What follows belongs to an exercise in optimizing a design on an open flow for small area and few clock cycles per item; a production flow would make more cautious choices.
Power figures rest on the tool's default switching activity, not on a simulated workload.

Design posture_deviation_dwell_detector_unit, start of the top module:
module posture_deviation_dwell_detector_unit
(
    input  logic                               clk,
    input  logic                               rst_n,
    input  logic                               psel,
    input  logic                               penable,
    input  logic                               pwrite,
    input  logic [pdd_pkg::ADDR_W-1:0]         paddr,
    input  logic [pdd_pkg::WORD_W-1:0]         pwdata,
    output logic [pdd_pkg::WORD_W-1:0]         prdata,
    output logic                               pready,
    input  logic                               in_valid,
    output logic                               in_ready,
    input  logic [1:0]                         opcode,
    input  logic signed [pdd_pkg::PITCH_W-1:0] pitch_x10,
    input  logic [pdd_pkg::WORD_W-1:0]         now_ms,
    output logic                               out_valid,
    input  logic                               out_ready,
    output logic [1:0]                         posture,
    output logic signed [pdd_pkg::DEV_W-1:0]   deviation_x10,
    output logic [pdd_pkg::WORD_W-1:0]         session_count,
    output logic [pdd_pkg::WORD_W-1:0]         slouch_time_sec,
    output logic [pdd_pkg::DUR_W-1:0]          longest_session_sec,
    output logic [pdd_pkg::WORD_W-1:0]         since_upright_sec,
    output logic                               event_valid,
    output logic [pdd_pkg::WORD_W-1:0]         event_start_ms,
    output logic [pdd_pkg::DUR_W-1:0]          event_duration_sec,
    output logic [pdd_pkg::MAG_W-1:0]          event_peak_dev_x10
);
Size: roughly 2500 cells after synthesis.
Settings: LEC_CHECK=0, CAP_MARGIN=20, CORE_MARGIN=2, CORE_UTILIZATION=40, CTS_BUF_LIST=sky130_fd_sc_hd__clkbuf_8, CTS_CLUSTER_DIAMETER=60, CTS_CLUSTER_SIZE=12, GPL_TIMING_DRIVEN=0, SLEW_MARGIN=20; clock period 14.0 ns.
standard.sh (not shown) runs the stock make flow with config.mk's settings and CLKGATE_MAP_FILE= SYNTH_SCRIPT=/design/flow/synth_recipe.tcl, a recipe that flattens the netlist after the stock synthesis.
==> flow/flow/run.sh <==
#!/bin/bash
# The standard layout (standard.sh, unchanged synthesis), with the port
# buffers made as the smallest plain buffer, buf_1, through an ORFS variable.
# Each tool's output is in standard.log and in the ORFS logs under orfs/logs.
set -o pipefail
export BUFFER_PORTS_ARGS="-buffer_cell sky130_fd_sc_hd__buf_1"
bash standard.sh > standard.log 2>&1
The first run finished with timing, DRC and antenna clean.
Edit:
--- a/flow/design.v
+++ b/flow/design.v
@@ -173,22 +173,22 @@
     output logic [pdd_pkg::MAG_W-1:0]          event_peak_dev_x10
 );
     localparam int ACC = pdd_pkg::DIV_ACC;
     localparam int BLK = pdd_pkg::DIV_BLK;
     logic                               out_valid_reg;
     logic [1:0]                         posture_reg;
     logic signed [pdd_pkg::PITCH_W-1:0] baseline_reg;
     logic                               calibrated_reg;
     logic [pdd_pkg::CNT_W-1:0]          dwell_reg;
     logic                               dwell_above_reg;
-    logic [pdd_pkg::WORD_W-1:0]         start_reg;
-    logic [pdd_pkg::MAG_W-1:0]          peak_reg;
+    logic [pdd_pkg::WORD_W-1:0]         start_n_reg;
+    logic [pdd_pkg::MAG_W-1:0]          peak_n_reg;
     logic [pdd_pkg::WORD_W-1:0]         sessions_reg;
     logic [pdd_pkg::WORD_W-1:0]         slouch_reg;
     logic [pdd_pkg::DUR_W-1:0]          longest_reg;
     logic [pdd_pkg::WORD_W-1:0]         seconds_reg;
     logic [pdd_pkg::WORD_W-1:0]         since_reg;
     logic                               mark_zero_reg;
     logic                               mark_above_reg;
     logic                               ev_reg;
     logic signed [pdd_pkg::DEV_W-1:0]   dev_reg;
     logic [ACC-1:0]                     dq_hi_reg;
@@ -204,20 +204,21 @@
     logic [pdd_pkg::MAG_W-1:0]          mag;
     logic [9:0]                         thr_x10;
     logic                               over;
     logic                               in_slouch;
     logic [pdd_pkg::CNT_W-1:0]          dwell_inc;
     logic [pdd_pkg::CNT_W-1:0]          above_inc;
     logic [pdd_pkg::CNT_W-1:0]          below_inc;
     logic                               enter, leave, mark;
     logic [15:0]                        sustain_ms;
     logic [pdd_pkg::WORD_W-1:0]         diff;
+    logic [pdd_pkg::WORD_W:0]           diff_c;
     logic [ACC-1:0]                     q_hi;
     logic [6:0]                         rem_hi;
     logic [BLK-1:0]                     q_blk;
     logic [6:0]                         rem_blk;
     logic                               mid_gt, mid_eq;
     logic [BLK-1:0]                     longest_lo;
     logic [pdd_pkg::DUR_W-1:0]          dur;
     logic [pdd_pkg::DUR_W-1:0]          longest_cur;
     logic [pdd_pkg::WORD_W:0]           seconds_inc;
     logic [pdd_pkg::WORD_W:0]           since_inc;
@@ -238,21 +239,22 @@
     assign above_inc = dwell_above_reg ? dwell_inc : 6'd1;
     assign below_inc = dwell_above_reg ? 6'd1 : dwell_inc;
     assign enter = is_tick && calibrated_reg && over && !in_slouch
                    && (above_inc >= cfg.slouch_delay);
     assign leave = is_tick && calibrated_reg && !over && in_slouch
                    && (below_inc >= cfg.recover_sec);
     assign mark  = is_tick && calibrated_reg && !over
                    && (!in_slouch || (below_inc >= cfg.recover_sec));
     assign sustain_ms  = {cfg.slouch_delay, 10'd0} - {5'd0, cfg.slouch_delay, 5'd0}
                          + {7'd0, cfg.slouch_delay, 3'd0};
-    assign diff        = now_ms - start_reg;
+    assign diff_c      = {now_ms, 1'b1} + {start_n_reg, 1'b1};
+    assign diff        = diff_c[pdd_pkg::WORD_W:1];
     assign tick_acc    = accept && is_tick;
     assign seconds_inc = {1'b0, seconds_reg} + {32'd0, tick_acc};
     assign since_inc   = {1'b0, since_reg} + {32'd0, tick_acc};
     assign clear_acc   = accept && is_clear;
     assign slouch_add  = (accept && enter) ? cfg.slouch_delay
                          : {5'd0, tick_acc && calibrated_reg && in_slouch && !leave};
     always_comb
     begin
         logic [7:0] s;
         rem_hi = {1'b0, diff[31:26]};
@@ -425,31 +427,31 @@
     always_ff @(posedge clk)
     begin
         if (accept)
         begin
             if (is_tick && calibrated_reg)
             begin
                 dwell_above_reg <= over;
             end
             if (enter)
             begin
-                start_reg <= now_ms - {16'd0, sustain_ms};
-                peak_reg  <= mag;
+                start_n_reg <= ~(now_ms - {16'd0, sustain_ms});
+                peak_n_reg  <= ~mag;
             end
-            else if (is_tick && calibrated_reg && over && in_slouch && (mag > peak_reg))
+            else if (is_tick && calibrated_reg && over && in_slouch && (mag > ~peak_n_reg))
             begin
-                peak_reg <= mag;
+                peak_n_reg <= ~mag;
             end
             else if (is_clear)
             begin
-                start_reg <= '0;
-                peak_reg  <= '0;
+                start_n_reg <= '1;
+                peak_n_reg  <= '1;
             end
         end
     end
     always_ff @(posedge clk)
     begin
         if (accept)
         begin
             dev_reg   <= is_cal ? '0 : dev;
             dq_gt_reg <= 1'b0;
             dq_eq_reg <= 1'b0;
@@ -475,23 +477,23 @@
         end
     end
     assign out_valid           = out_valid_reg;
     assign posture             = posture_reg;
     assign deviation_x10       = dev_reg;
     assign session_count       = sessions_reg;
     assign slouch_time_sec     = slouch_reg;
     assign longest_session_sec = longest_cur;
     assign since_upright_sec   = (mark_zero_reg || mark_above_reg) ? '0 : since_reg;
     assign event_valid         = ev_reg;
-    assign event_start_ms      = ev_reg ? start_reg : '0;
+    assign event_start_ms      = ev_reg ? ~start_n_reg : '0;
     assign event_duration_sec  = dur;
-    assign event_peak_dev_x10  = ev_reg ? peak_reg : '0;
+    assign event_peak_dev_x10  = ev_reg ? ~peak_n_reg : '0;
 endmodule
 module posture_deviation_dwell_detector_unit
 (
     input  logic                               clk,
     input  logic                               rst_n,
     input  logic                               psel,
     input  logic                               penable,
     input  logic                               pwrite,
     input  logic [pdd_pkg::ADDR_W-1:0]         paddr,
     input  logic [pdd_pkg::WORD_W-1:0]         pwdata,
Count of clock-buffer cells in the layout rises by 1.
Clock skew climbs by 0.017 ns.
Setup slack improves by 0.67 ns.
Sequential share of layout area came out higher by 0.29 points.
Power came out lower by 1.2%.
Register-to-register slack gains 0.41 ns.
Synthesized area falls by 1.1%.
Worst hold slack stays flat.
Sequential cell count is unchanged.
Wire length went down by 1.0%.
Die area came out lower by 1.1%.
Function was not checked in any run of this note: the RTL went through the layout flow alone.

[static timing again, ports no longer ideal]
In the flow no input, the clock included, has a driving cell. The finished layouts below were timed again as built, in two steps.
Step 1 (the two cells are an assumption about what drives the block):
set clk [get_ports {clk}]
set_driving_cell -lib_cell sky130_fd_sc_hd__clkbuf_16 $clk
set_driving_cell -lib_cell sky130_fd_sc_hd__buf_2 [delete_from_list [all_inputs] $clk]
Step 2 moves the port delays by t, midway between the first and last clock arrival at a register: inputs arrive t later, outputs are due t later. That takes back most of the time a late clock gives input paths.
a / b / c = ideal / step 1 / step 2; a / b = the first two.
| run | t (ns) | setup WS [ns] | worst setup path at the end | worst data-port slew with drivers (ns) | cell pins on the clock port's net |
|---|---|---|---|---|---|
| the first run | 0.659 | 1.383 / 1.326 / 1.189 | input to register | 0.11 | 1 |
| the second run | 0.673 | 2.058 / 2.005 / 1.652 | input to register | 0.11 | 1 |
After both steps setup and hold are still met in every run listed. The setup slack of the second run, which loses most, moves by -0.053 ns with the drivers and by -0.406 ns with both steps.
